From an optimization exercise on the open Yosys and OpenROAD flow, aimed at small area, a short achievable clock period and few clock cycles per item; shortcuts taken in it are not production practice. Only simulation tests tie the RTL to the original design; equivalence was not proved. Power and IR drop assume default switching activity.

==> inputs of run a <==
==> flow/design.v (excerpt) <==
module bds_top
(
  input  logic        clk,
  input  logic        rst,
  input  logic        query_valid,
  output logic        query_stall,
  input  logic [27:0] query_clock_hz,
  input  logic [22:0] query_baud_wanted,
  output logic        result_valid,
  input  logic        result_stall,
  output logic [4:0]  result_osr_field,
  output logic [12:0] result_sbr_divisor,
  output logic        result_both_edge,
  output logic [27:0] result_rate_error,
  output logic        result_divisor_overflow
);
  bds_pkg::query_t  query;
  bds_pkg::result_t result;
  assign query.clock_hz    = query_clock_hz;
  assign query.baud_wanted = query_baud_wanted;
  baud_divisor_search u_search (
    .clk          (clk),
    .rst          (rst),
    .query_valid  (query_valid),
    .query_stall  (query_stall),
    .query        (query),
    .result_valid (result_valid),
    .result_stall (result_stall),
    .result       (result)
  );
  assign result_osr_field        = result.osr_field;
  assign result_sbr_divisor      = result.sbr_divisor;
  assign result_both_edge        = result.both_edge;
  assign result_rate_error       = result.rate_error;
  assign result_divisor_overflow = result.divisor_overflow;
endmodule
Settings: LEC_CHECK=0, CAP_MARGIN=20, CORE_MARGIN=2, CORE_UTILIZATION=40, SLEW_MARGIN=20; clock period 8.0 ns.
run.sh (not shown) runs the stock make flow with config.mk's settings and CLKGATE_MAP_FILE= SYNTH_SCRIPT=/design/flow/synth_recipe.tcl, a recipe that flattens the netlist after the stock synthesis.
==> run b (differences from run a) <==
--- a/flow/config.mk
+++ b/flow/config.mk
@@ -5,7 +5,8 @@
 export SDC_FILE = /design/flow/constraint.sdc
 export NUM_CORES = 4
 export LEC_CHECK = 0
 export CAP_MARGIN = 20
 export CORE_MARGIN = 2
-export CORE_UTILIZATION = 40
+export CORE_UTILIZATION = 65
+export SETUP_SLACK_MARGIN = 4.2
 export SLEW_MARGIN = 20
==> run c (differences from run a) <==
--- a/flow/design.v
+++ b/flow/design.v
@@ -65,10 +65,45 @@
       quo     = 2'd0;
       rem_out = t[4:0];
     end
   end
 endmodule
+module bds_add #(parameter int W = 25)   
+(
+  input  logic [W-1:0] a,
+  input  logic [W-1:0] b,
+  input  logic         ci,
+  output logic [W-1:0] s,
+  output logic         co
+);
+  localparam int L = 5;   
+  logic [W:0] g [L+1];
+  logic [W:0] p [L+1];
+  always_comb begin
+    g[0][0] = ci;
+    p[0][0] = 1'b0;
+    for (int i = 0; i < W; i++) begin
+      g[0][i + 1] = a[i] & b[i];
+      p[0][i + 1] = a[i] ^ b[i];
+    end
+    for (int l = 0; l < L; l++) begin
+      for (int i = 0; i <= W; i++) begin
+        if (((i >> l) & 1) == 1) begin
+          g[l + 1][i] = g[l][i] | (p[l][i] & g[l][((i >> l) << l) - 1]);
+          p[l + 1][i] = p[l][i] & p[l][((i >> l) << l) - 1];
+        end else begin
+          g[l + 1][i] = g[l][i];
+          p[l + 1][i] = p[l][i];
+        end
+      end
+    end
+    for (int i = 0; i < W; i++) begin
+      s[i] = p[0][i + 1] ^ g[L][i];
+    end
+    co = g[L][W];
+  end
+endmodule
 `timescale 1ns / 1ps
 module baud_divisor_search
 (
   input  logic    clk,
   input  logic    rst,
@@ -109,12 +144,12 @@
   logic        cdf;        
   logic [20:0] qv;         
   logic        qbig;       
   logic [5:0]  sosr;       
   logic [4:0]  mrem;       
-  logic [2:0]  grp;        
-  logic [3:0]  gbits;      
+  logic [3:0]  grp;        
+  logic [1:0]  gbits;      
   logic        dffff;      
   logic        lastv;      
   logic [4:0]  mlast;      
   logic        dlast;      
   logic [5:0]  mmin;       
@@ -126,28 +161,35 @@
   logic [22:0] qb;
   assign qc = query.clock_hz;
   assign qb = query.baud_wanted;
   logic        inv;
   logic        cin;        
+  logic [23:0] eval;
   logic [23:0] trial;
   logic [24:0] diff;
   logic        fits;
   logic        skip;
   logic        last;
   logic [22:0] rem_step;
   logic [27:0] quo_step;
   logic [4:0]  cnt_step;
-  logic [23:0] eval;
   assign inv   = (kind == K_BUMP) || (kind == K_ZERO);
   always_ff @(posedge clk) begin
     cin <= !(state == S_DIV && last && inv);
   end
   assign trial = {rem, quo[27]};
-  assign diff  = {1'b0, trial} + {2'b11, ~dvs} + {24'b0, cin};
+  assign eval  = diff[23:0] ^ {24{inv}};
+  logic        dco;
+  bds_add #(.W(25)) u_sub (
+    .a  ({1'b0, trial}),
+    .b  ({2'b11, ~dvs}),
+    .ci (cin),
+    .s  (diff),
+    .co (dco)
+  );
   assign fits  = !diff[24];
   assign skip  = (cnt >= 5'd4) && (rem[22:19] == 4'd0) && ({rem[18:0], quo[27:24]} < dvs);
-  assign eval  = diff[23:0] ^ {24{inv}};
   always_comb begin
     if (skip) begin
       rem_step = {rem[18:0], quo[27:24]};
       quo_step = {quo[23:0], 4'b0};
       cnt_step = cnt - 5'd4;
@@ -157,60 +199,88 @@
       quo_step = {quo[26:0], fits};
       cnt_step = cnt - 5'd1;
       last     = (cnt == 5'd1);
     end
   end
-  logic [2:0]  top;        
-  logic [23:0] qpad;
-  logic [3:0]  gtop;       
-  logic [3:0]  gdec;       
-  logic [4:0]  m_mid;
+  logic [3:0]  top;        
+  logic [21:0] qpad;
+  logic [1:0]  gtop;       
+  logic [1:0]  gtop1;      
+  logic [1:0]  gtop2;      
+  logic [1:0]  gdec;       
   logic [4:0]  m_next;
-  logic [3:0]  q4;
+  logic [1:0]  q2;
   logic        dffff_next;
-  assign qpad = {3'b0, qv};
+  assign qpad = {1'b0, qv};
   always_comb begin
-    top = 3'd0;
-    for (int i = 1; i < 6; i++) begin
-      if (|qpad[4*i +: 4]) top = 3'(i);
-    end
-    gtop = 4'b0;
-    gdec = 4'b0;
-    for (int i = 0; i < 6; i++) begin
-      if (top == 3'(i)) gtop = qpad[4*i +: 4];
-      if (grp == 3'(i + 1)) gdec = qpad[4*i +: 4];
+    top = 4'd0;
+    for (int i = 1; i < 11; i++) begin
+      if (|qpad[2*i +: 2]) top = 4'(i);
+    end
+    gtop  = 2'b0;
+    gtop1 = 2'b0;
+    gtop2 = 2'b0;
+    gdec  = 2'b0;
+    for (int i = 0; i < 11; i++) begin
+      if (top == 4'(i)) gtop = qpad[2*i +: 2];
+      if (top == 4'(i + 1)) gtop1 = qpad[2*i +: 2];
+      if (top == 4'(i + 2)) gtop2 = qpad[2*i +: 2];
+      if (grp == 4'(i + 1)) gdec = qpad[2*i +: 2];
     end
   end
   logic [7:0]  nr1, nr2, nr3;
   logic [5:0]  sosr_d;     
   logic        sosr_we;
-  logic [5:0]  sr_next;    
-  assign sr_next = sosr_d + 6'd1;
+  logic [5:0]  sosr_st;    
+  logic [7:0]  nr3_d;
   assign nr1 = ~{3'b0, sosr[4:0]};
   assign nr2 = {nr1[6:0], 1'b0};
   always_ff @(posedge clk) begin
-    if (sosr_we) nr3 <= 8'd0 - ({2'b0, sr_next} + {1'b0, sr_next, 1'b0});
+    if (sosr_we) nr3 <= nr3_d;
   end
-  bds_divider u_div_hi (
+  bds_divider u_div (
     .nr1     (nr1),
     .nr2     (nr2),
     .nr3     (nr3),
     .rem_in  (mrem),
-    .bits    (gbits[3:2]),
-    .rem_out (m_mid),
-    .quo     (q4[3:2])
-  );
-  bds_divider u_div_lo (
-    .nr1     (nr1),
-    .nr2     (nr2),
-    .nr3     (nr3),
-    .rem_in  (m_mid),
-    .bits    (gbits[1:0]),
+    .bits    (gbits),
     .rem_out (m_next),
-    .quo     (q4[1:0])
+    .quo     (q2)
   );
-  assign dffff_next = (grp <= 3'd3) ? (dffff & (&q4)) : dffff;
+  assign dffff_next = (grp <= 4'd7) ? (dffff & (&q2)) : dffff;
+  logic        pre2;
+  logic [4:0]  mrem_init;
+  logic [3:0]  grp_init;
+  logic [1:0]  gbits_init;
+  logic        dffff_init;
+  always_comb begin
+    pre2 = (sosr_d >= 6'd15) && (top >= 4'd2);
+    if (top == 4'd0) begin
+      mrem_init  = 5'd0;
+      grp_init   = 4'd0;
+      gbits_init = gtop;
+      dffff_init = 1'b0;
+    end else if (pre2) begin
+      mrem_init  = {1'b0, gtop, gtop1};
+      grp_init   = top - 4'd2;
+      gbits_init = gtop2;
+      dffff_init = (top >= 4'd9);
+    end else begin
+      mrem_init  = {3'b0, gtop};
+      grp_init   = top - 4'd1;
+      gbits_init = gtop1;
+      dffff_init = (top >= 4'd8);
+    end
+  end
+  logic        sdh;        
+  logic        dhi_next;
+  logic        dlo2;       
+  logic [1:0]  dlo4;       
+  logic        dlh;        
+  logic [4:0]  dll;        
+  logic        clos;       
+  assign dhi_next = sdh | ((grp >= 4'd3) ? (|q2) : (grp == 4'd2) ? q2[1] : 1'b0);
   logic        searching;   
   logic        sfin;        
   logic        srun;        
   logic        snew;        
   logic        sdone;       
@@ -240,11 +310,11 @@
   logic [4:0]  zosr;       
   logic        has_zero;
   assign first    = (osr == 5'd3) && (kind != K_BUMP);
   assign lt       = diff[24] || first;
   assign ez       = (trial == 24'd0);
-  assign go_bump  = (kind == K_NORM) && lt && (osr != 5'd3) && !cdf && !ez;
+  assign go_bump  = (kind == K_NORM) && lt && (osr != 5'd3) && !cdf && !ez && !clos;
   assign is_sat   = qbig || (qv[20:16] > osr);
   assign has_zero = (qv[20:5] == 16'd0);
   assign zosr     = (qv[4:0] < 5'd3) ? 5'd3 : qv[4:0];
   logic [3:0]  nxt_state;
   logic [1:0]  nxt_kind;
@@ -315,11 +385,11 @@
           end
         end
         S_FIN2:  state <= S_FIN3;
         S_FIN3:  state <= S_FSCAN;
         S_FSCAN: begin
-          if (grp == 3'd0) begin
+          if (grp == 4'd0) begin
             state <= S_ACC;
             qs    <= 1'b0;
           end
         end
         S_ACC: begin
@@ -368,10 +438,11 @@
       end
       S_CAND: begin
         osr  <= sosr[4:0] - 5'd1;
         cm   <= mlast;
         cdf  <= dlast;
+        clos <= ({mlast, 1'b0} + 6'd3 <= sosr) && (dlh || (dll > mlast));
         dvs  <= {1'b0, qsum};
         quo  <= qc;
         rem  <= '0;
         cnt  <= 5'd28;
         kind <= K_NORM;
@@ -414,78 +485,98 @@
       end
       S_FIN2: begin
         qv <= qsum[20:0];
       end
       S_FSCAN: begin
-        quo <= {quo[23:0], q4};
+        quo <= {quo[25:0], q2};
       end
       default: begin
       end
     endcase
   end
   always_comb begin
     sosr_we = 1'b1;
     if (state == S_START) begin
-      if (r4_norm)   sosr_d = 6'd4;
-      else if (qbig) sosr_d = 6'd32;
-      else           sosr_d = (qv[20:16] < 5'd3) ? 6'd3 : {1'b0, qv[20:16]};
+      sosr_d = sosr_st;
     end else if (state == S_FIN || state == S_FIN3) begin
       sosr_d = {1'b0, best_osr};
     end else begin
       sosr_d  = sosr + 6'd1;
-      sosr_we = searching && srun && (grp == 3'd0);
+      sosr_we = searching && srun && (grp == 4'd0);
     end
   end
   always_ff @(posedge clk) begin
     if (sosr_we) sosr <= sosr_d;
   end
+  always_comb begin
+    if (r4_norm)   sosr_st = 6'd4;
+    else if (qbig) sosr_st = 6'd32;
+    else           sosr_st = (qv[20:16] < 5'd3) ? 6'd3 : {1'b0, qv[20:16]};
+    if (state == S_START || state == S_FIN || state == S_FIN3)
+      nr3_d = ~({2'b0, sosr_d} + {1'b0, sosr_d, 1'b0} + 8'd2);
+    else
+      nr3_d = nr3 - 8'd3;
+  end
   always_ff @(posedge clk) begin
     if (state == S_START) begin
-      mrem  <= '0;
-      grp   <= top;
-      gbits <= gtop;
-      dffff <= (top >= 3'd3);
+      mrem  <= mrem_init;
+      grp   <= grp_init;
+      gbits <= gbits_init;
+      dffff <= dffff_init;
+      sdh   <= 1'b0;
+      dlo2  <= 1'b0;
+      dlo4  <= 2'b0;
       mmin  <= 6'd32;
       pend  <= 1'b0;
       if (r4_norm) begin
         lastv <= 1'b1;
         mlast <= {3'b0, qv[1:0]};
         dlast <= (qv[17:2] == 16'hFFFF);
+        dlh   <= |qv[20:7];
+        dll   <= qv[6:2];
       end else begin
         lastv <= 1'b0;
       end
     end else if (state == S_FIN || state == S_FIN3) begin
-      mrem  <= '0;
-      grp   <= top;
-      gbits <= gtop;
+      mrem  <= mrem_init;
+      grp   <= grp_init;
+      gbits <= gbits_init;
       lastv <= 1'b0;
       pend  <= 1'b0;
     end else if (state == S_FSCAN) begin
       mrem  <= m_next;
-      grp   <= grp - 3'd1;
+      grp   <= grp - 4'd1;
       gbits <= gdec;
     end else if (searching) begin
       if (state == S_CAND) pend <= 1'b0;
       if (snew) begin
         pend <= 1'b1;
         mmin <= {1'b0, mlast};
       end
       lastv <= 1'b0;
       if (srun) begin
-        if (grp == 3'd0) begin
+        if (grp == 4'd0) begin
           lastv <= 1'b1;
           mlast <= m_next;
           dlast <= dffff_next;
-          mrem  <= '0;
-          grp   <= top;
-          gbits <= gtop;
-          dffff <= (top >= 3'd3);
+          dlh   <= dhi_next;
+          dll   <= {dlo2, dlo4, q2};
+          sdh   <= 1'b0;
+          dlo2  <= 1'b0;
+          dlo4  <= 2'b0;
+          mrem  <= mrem_init;
+          grp   <= grp_init;
+          gbits <= gbits_init;
+          dffff <= dffff_init;
         end else begin
           mrem  <= m_next;
-          grp   <= grp - 3'd1;
+          grp   <= grp - 4'd1;
           gbits <= gdec;
           dffff <= dffff_next;
+          sdh   <= dhi_next;
+          if (grp == 4'd1) dlo4 <= q2;
+          if (grp == 4'd2) dlo2 <= q2[0];
         end
       end
     end
   end
   assign query_stall = qs;
--- a/flow/config.mk
+++ b/flow/config.mk
@@ -5,7 +5,8 @@
 export SDC_FILE = /design/flow/constraint.sdc
 export NUM_CORES = 4
 export LEC_CHECK = 0
 export CAP_MARGIN = 20
 export CORE_MARGIN = 2
-export CORE_UTILIZATION = 40
+export CORE_UTILIZATION = 50
+export SETUP_SLACK_MARGIN = 4.5
 export SLEW_MARGIN = 20
==> run d (differences from run a) <==
--- a/flow/design.v
+++ b/flow/design.v
@@ -109,12 +109,12 @@
   logic        cdf;        
   logic [20:0] qv;         
   logic        qbig;       
   logic [5:0]  sosr;       
   logic [4:0]  mrem;       
-  logic [2:0]  grp;        
-  logic [3:0]  gbits;      
+  logic [3:0]  grp;        
+  logic [1:0]  gbits;      
   logic        dffff;      
   logic        lastv;      
   logic [4:0]  mlast;      
   logic        dlast;      
   logic [5:0]  mmin;       
@@ -157,29 +157,28 @@
       quo_step = {quo[26:0], fits};
       cnt_step = cnt - 5'd1;
       last     = (cnt == 5'd1);
     end
   end
-  logic [2:0]  top;        
-  logic [23:0] qpad;
-  logic [3:0]  gtop;       
-  logic [3:0]  gdec;       
-  logic [4:0]  m_mid;
+  logic [3:0]  top;        
+  logic [21:0] qpad;
+  logic [1:0]  gtop;       
+  logic [1:0]  gdec;       
   logic [4:0]  m_next;
-  logic [3:0]  q4;
+  logic [1:0]  q2;
   logic        dffff_next;
-  assign qpad = {3'b0, qv};
+  assign qpad = {1'b0, qv};
   always_comb begin
-    top = 3'd0;
-    for (int i = 1; i < 6; i++) begin
-      if (|qpad[4*i +: 4]) top = 3'(i);
+    top = 4'd0;
+    for (int i = 1; i < 11; i++) begin
+      if (|qpad[2*i +: 2]) top = 4'(i);
     end
-    gtop = 4'b0;
-    gdec = 4'b0;
-    for (int i = 0; i < 6; i++) begin
-      if (top == 3'(i)) gtop = qpad[4*i +: 4];
-      if (grp == 3'(i + 1)) gdec = qpad[4*i +: 4];
+    gtop = 2'b0;
+    gdec = 2'b0;
+    for (int i = 0; i < 11; i++) begin
+      if (top == 4'(i)) gtop = qpad[2*i +: 2];
+      if (grp == 4'(i + 1)) gdec = qpad[2*i +: 2];
     end
   end
   logic [7:0]  nr1, nr2, nr3;
   logic [5:0]  sosr_d;     
   logic        sosr_we;
@@ -188,29 +187,28 @@
   assign nr1 = ~{3'b0, sosr[4:0]};
   assign nr2 = {nr1[6:0], 1'b0};
   always_ff @(posedge clk) begin
     if (sosr_we) nr3 <= 8'd0 - ({2'b0, sr_next} + {1'b0, sr_next, 1'b0});
   end
-  bds_divider u_div_hi (
+  bds_divider u_div (
     .nr1     (nr1),
     .nr2     (nr2),
     .nr3     (nr3),
     .rem_in  (mrem),
-    .bits    (gbits[3:2]),
-    .rem_out (m_mid),
-    .quo     (q4[3:2])
-  );
-  bds_divider u_div_lo (
-    .nr1     (nr1),
-    .nr2     (nr2),
-    .nr3     (nr3),
-    .rem_in  (m_mid),
-    .bits    (gbits[1:0]),
+    .bits    (gbits),
     .rem_out (m_next),
-    .quo     (q4[1:0])
+    .quo     (q2)
   );
-  assign dffff_next = (grp <= 3'd3) ? (dffff & (&q4)) : dffff;
+  assign dffff_next = (grp <= 4'd7) ? (dffff & (&q2)) : dffff;
+  logic        sdh;        
+  logic        dhi_next;
+  logic        dlo2;       
+  logic [1:0]  dlo4;       
+  logic        dlh;        
+  logic [4:0]  dll;        
+  logic        clos;       
+  assign dhi_next = sdh | ((grp >= 4'd3) ? (|q2) : (grp == 4'd2) ? q2[1] : 1'b0);
   logic        searching;   
   logic        sfin;        
   logic        srun;        
   logic        snew;        
   logic        sdone;       
@@ -240,11 +238,11 @@
   logic [4:0]  zosr;       
   logic        has_zero;
   assign first    = (osr == 5'd3) && (kind != K_BUMP);
   assign lt       = diff[24] || first;
   assign ez       = (trial == 24'd0);
-  assign go_bump  = (kind == K_NORM) && lt && (osr != 5'd3) && !cdf && !ez;
+  assign go_bump  = (kind == K_NORM) && lt && (osr != 5'd3) && !cdf && !ez && !clos;
   assign is_sat   = qbig || (qv[20:16] > osr);
   assign has_zero = (qv[20:5] == 16'd0);
   assign zosr     = (qv[4:0] < 5'd3) ? 5'd3 : qv[4:0];
   logic [3:0]  nxt_state;
   logic [1:0]  nxt_kind;
@@ -315,11 +313,11 @@
           end
         end
         S_FIN2:  state <= S_FIN3;
         S_FIN3:  state <= S_FSCAN;
         S_FSCAN: begin
-          if (grp == 3'd0) begin
+          if (grp == 4'd0) begin
             state <= S_ACC;
             qs    <= 1'b0;
           end
         end
         S_ACC: begin
@@ -368,10 +366,11 @@
       end
       S_CAND: begin
         osr  <= sosr[4:0] - 5'd1;
         cm   <= mlast;
         cdf  <= dlast;
+        clos <= ({mlast, 1'b0} + 6'd3 <= sosr) && (dlh || (dll > mlast));
         dvs  <= {1'b0, qsum};
         quo  <= qc;
         rem  <= '0;
         cnt  <= 5'd28;
         kind <= K_NORM;
@@ -414,11 +413,11 @@
       end
       S_FIN2: begin
         qv <= qsum[20:0];
       end
       S_FSCAN: begin
-        quo <= {quo[23:0], q4};
+        quo <= {quo[25:0], q2};
       end
       default: begin
       end
     endcase
   end
@@ -430,28 +429,33 @@
       else           sosr_d = (qv[20:16] < 5'd3) ? 6'd3 : {1'b0, qv[20:16]};
     end else if (state == S_FIN || state == S_FIN3) begin
       sosr_d = {1'b0, best_osr};
     end else begin
       sosr_d  = sosr + 6'd1;
-      sosr_we = searching && srun && (grp == 3'd0);
+      sosr_we = searching && srun && (grp == 4'd0);
     end
   end
   always_ff @(posedge clk) begin
     if (sosr_we) sosr <= sosr_d;
   end
   always_ff @(posedge clk) begin
     if (state == S_START) begin
       mrem  <= '0;
       grp   <= top;
       gbits <= gtop;
-      dffff <= (top >= 3'd3);
+      dffff <= (top >= 4'd7);
+      sdh   <= 1'b0;
+      dlo2  <= 1'b0;
+      dlo4  <= 2'b0;
       mmin  <= 6'd32;
       pend  <= 1'b0;
       if (r4_norm) begin
         lastv <= 1'b1;
         mlast <= {3'b0, qv[1:0]};
         dlast <= (qv[17:2] == 16'hFFFF);
+        dlh   <= |qv[20:7];
+        dll   <= qv[6:2];
       end else begin
         lastv <= 1'b0;
       end
     end else if (state == S_FIN || state == S_FIN3) begin
       mrem  <= '0;
@@ -459,33 +463,41 @@
       gbits <= gtop;
       lastv <= 1'b0;
       pend  <= 1'b0;
     end else if (state == S_FSCAN) begin
       mrem  <= m_next;
-      grp   <= grp - 3'd1;
+      grp   <= grp - 4'd1;
       gbits <= gdec;
     end else if (searching) begin
       if (state == S_CAND) pend <= 1'b0;
       if (snew) begin
         pend <= 1'b1;
         mmin <= {1'b0, mlast};
       end
       lastv <= 1'b0;
       if (srun) begin
-        if (grp == 3'd0) begin
+        if (grp == 4'd0) begin
           lastv <= 1'b1;
           mlast <= m_next;
           dlast <= dffff_next;
+          dlh   <= dhi_next;
+          dll   <= {dlo2, dlo4, q2};
+          sdh   <= 1'b0;
+          dlo2  <= 1'b0;
+          dlo4  <= 2'b0;
           mrem  <= '0;
           grp   <= top;
           gbits <= gtop;
-          dffff <= (top >= 3'd3);
+          dffff <= (top >= 4'd7);
         end else begin
           mrem  <= m_next;
-          grp   <= grp - 3'd1;
+          grp   <= grp - 4'd1;
           gbits <= gdec;
           dffff <= dffff_next;
+          sdh   <= dhi_next;
+          if (grp == 4'd1) dlo4 <= q2;
+          if (grp == 4'd2) dlo2 <= q2[0];
         end
       end
     end
   end
   assign query_stall = qs;
--- a/flow/config.mk
+++ b/flow/config.mk
@@ -5,7 +5,8 @@
 export SDC_FILE = /design/flow/constraint.sdc
 export NUM_CORES = 4
 export LEC_CHECK = 0
 export CAP_MARGIN = 20
 export CORE_MARGIN = 2
-export CORE_UTILIZATION = 40
+export CORE_UTILIZATION = 50
+export SETUP_SLACK_MARGIN = 4.8
 export SLEW_MARGIN = 20
==> qor summary <==
|  | run b | run c | run a | run d |
|---|---|---|---|---|
| Length of the first detailed-routing pass in iterations | 8 | 8 | 5 | 6 |
| Number of warning messages in the yosys log | 2 | 5 | 2 | 2 |
| Count of clock buffers in the final design | 17 | 37 | 18 | 31 |
| Placer Congestion | 0.956 | 0.982 | 0.913 | 0.948 |
| Share of the synthesized area in the top cell type | 32.7% | 32.7% | 32.7% | 32.7% |
| Height of the die | 160 um | 188 um | 203 um | 185 um |
| Met3 global-route usage | 7.23% | 4.70% | 4.28% | 6.55% |
| Ratio of cells with drive above 1 in the final layout | 16.7% | 15.1% | 4.97% | 22.5% |
| Power of the combinational group | 6.83 mW | 3.37 mW | 5.15 mW | 5.05 mW |
| Wirelength per Cell | 25.6 um | 25.8 um | 23.8 um | 25.8 um |
| Cell area after placement | 17200 sq um | 18200 sq um | 17400 sq um | 17800 sq um |
| Seq/Total Area, Yosys | 36.0% | 35.7% | 36.0% | 36.4% |
| Result of the run | no timing/DRC/antenna violations | no timing/DRC/antenna violations | no timing/DRC/antenna violations | no timing/DRC/antenna violations |
| N_taps | 324 | 448 | 525 | 442 |
Testbench counts of run a, summed over its fixed seeds: cycles 20,821, queries 256.
Testbench counts of run b, summed over its fixed seeds: cycles 20,821, queries 256.
Testbench counts of run c, summed over its fixed seeds: cycles 18,835, queries 256.
Testbench counts of run d, summed over its fixed seeds: cycles 20,735, queries 256.

## separate check: timing with driven ports
Ports are ideal in the flow. The routed layouts listed here were re-timed in OpenROAD.
Step 1: set_driving_cell puts a clkbuf_16 on clk and a buf_2 on each other input, an assumption about the parent block.
Step 2 also shifts input and output timing later by t, the mid clock arrival at the registers, as if the neighbouring blocks saw the same clock.
Slacks: ideal / step 1 / step 2; pairs: ideal / step 1.
| run | t (ns) | setup slack, ns | hold slack, ns |
|---|---|---|---|
| run a | 0.515 | 2.292 / 2.292 / 2.292 | 0.497 / 0.497 / 0.497 |
| run b | 0.499 | 3.824 / 3.824 / 3.824 | 0.516 / 0.516 / 0.516 |
| run c | 0.592 | 4.399 / 4.399 / 4.399 | 0.445 / 0.445 / 0.445 |
| run d | 0.599 | 3.927 / 3.927 / 3.927 | 0.429 / 0.429 / 0.429 |
After both steps every run listed still meets setup and hold.
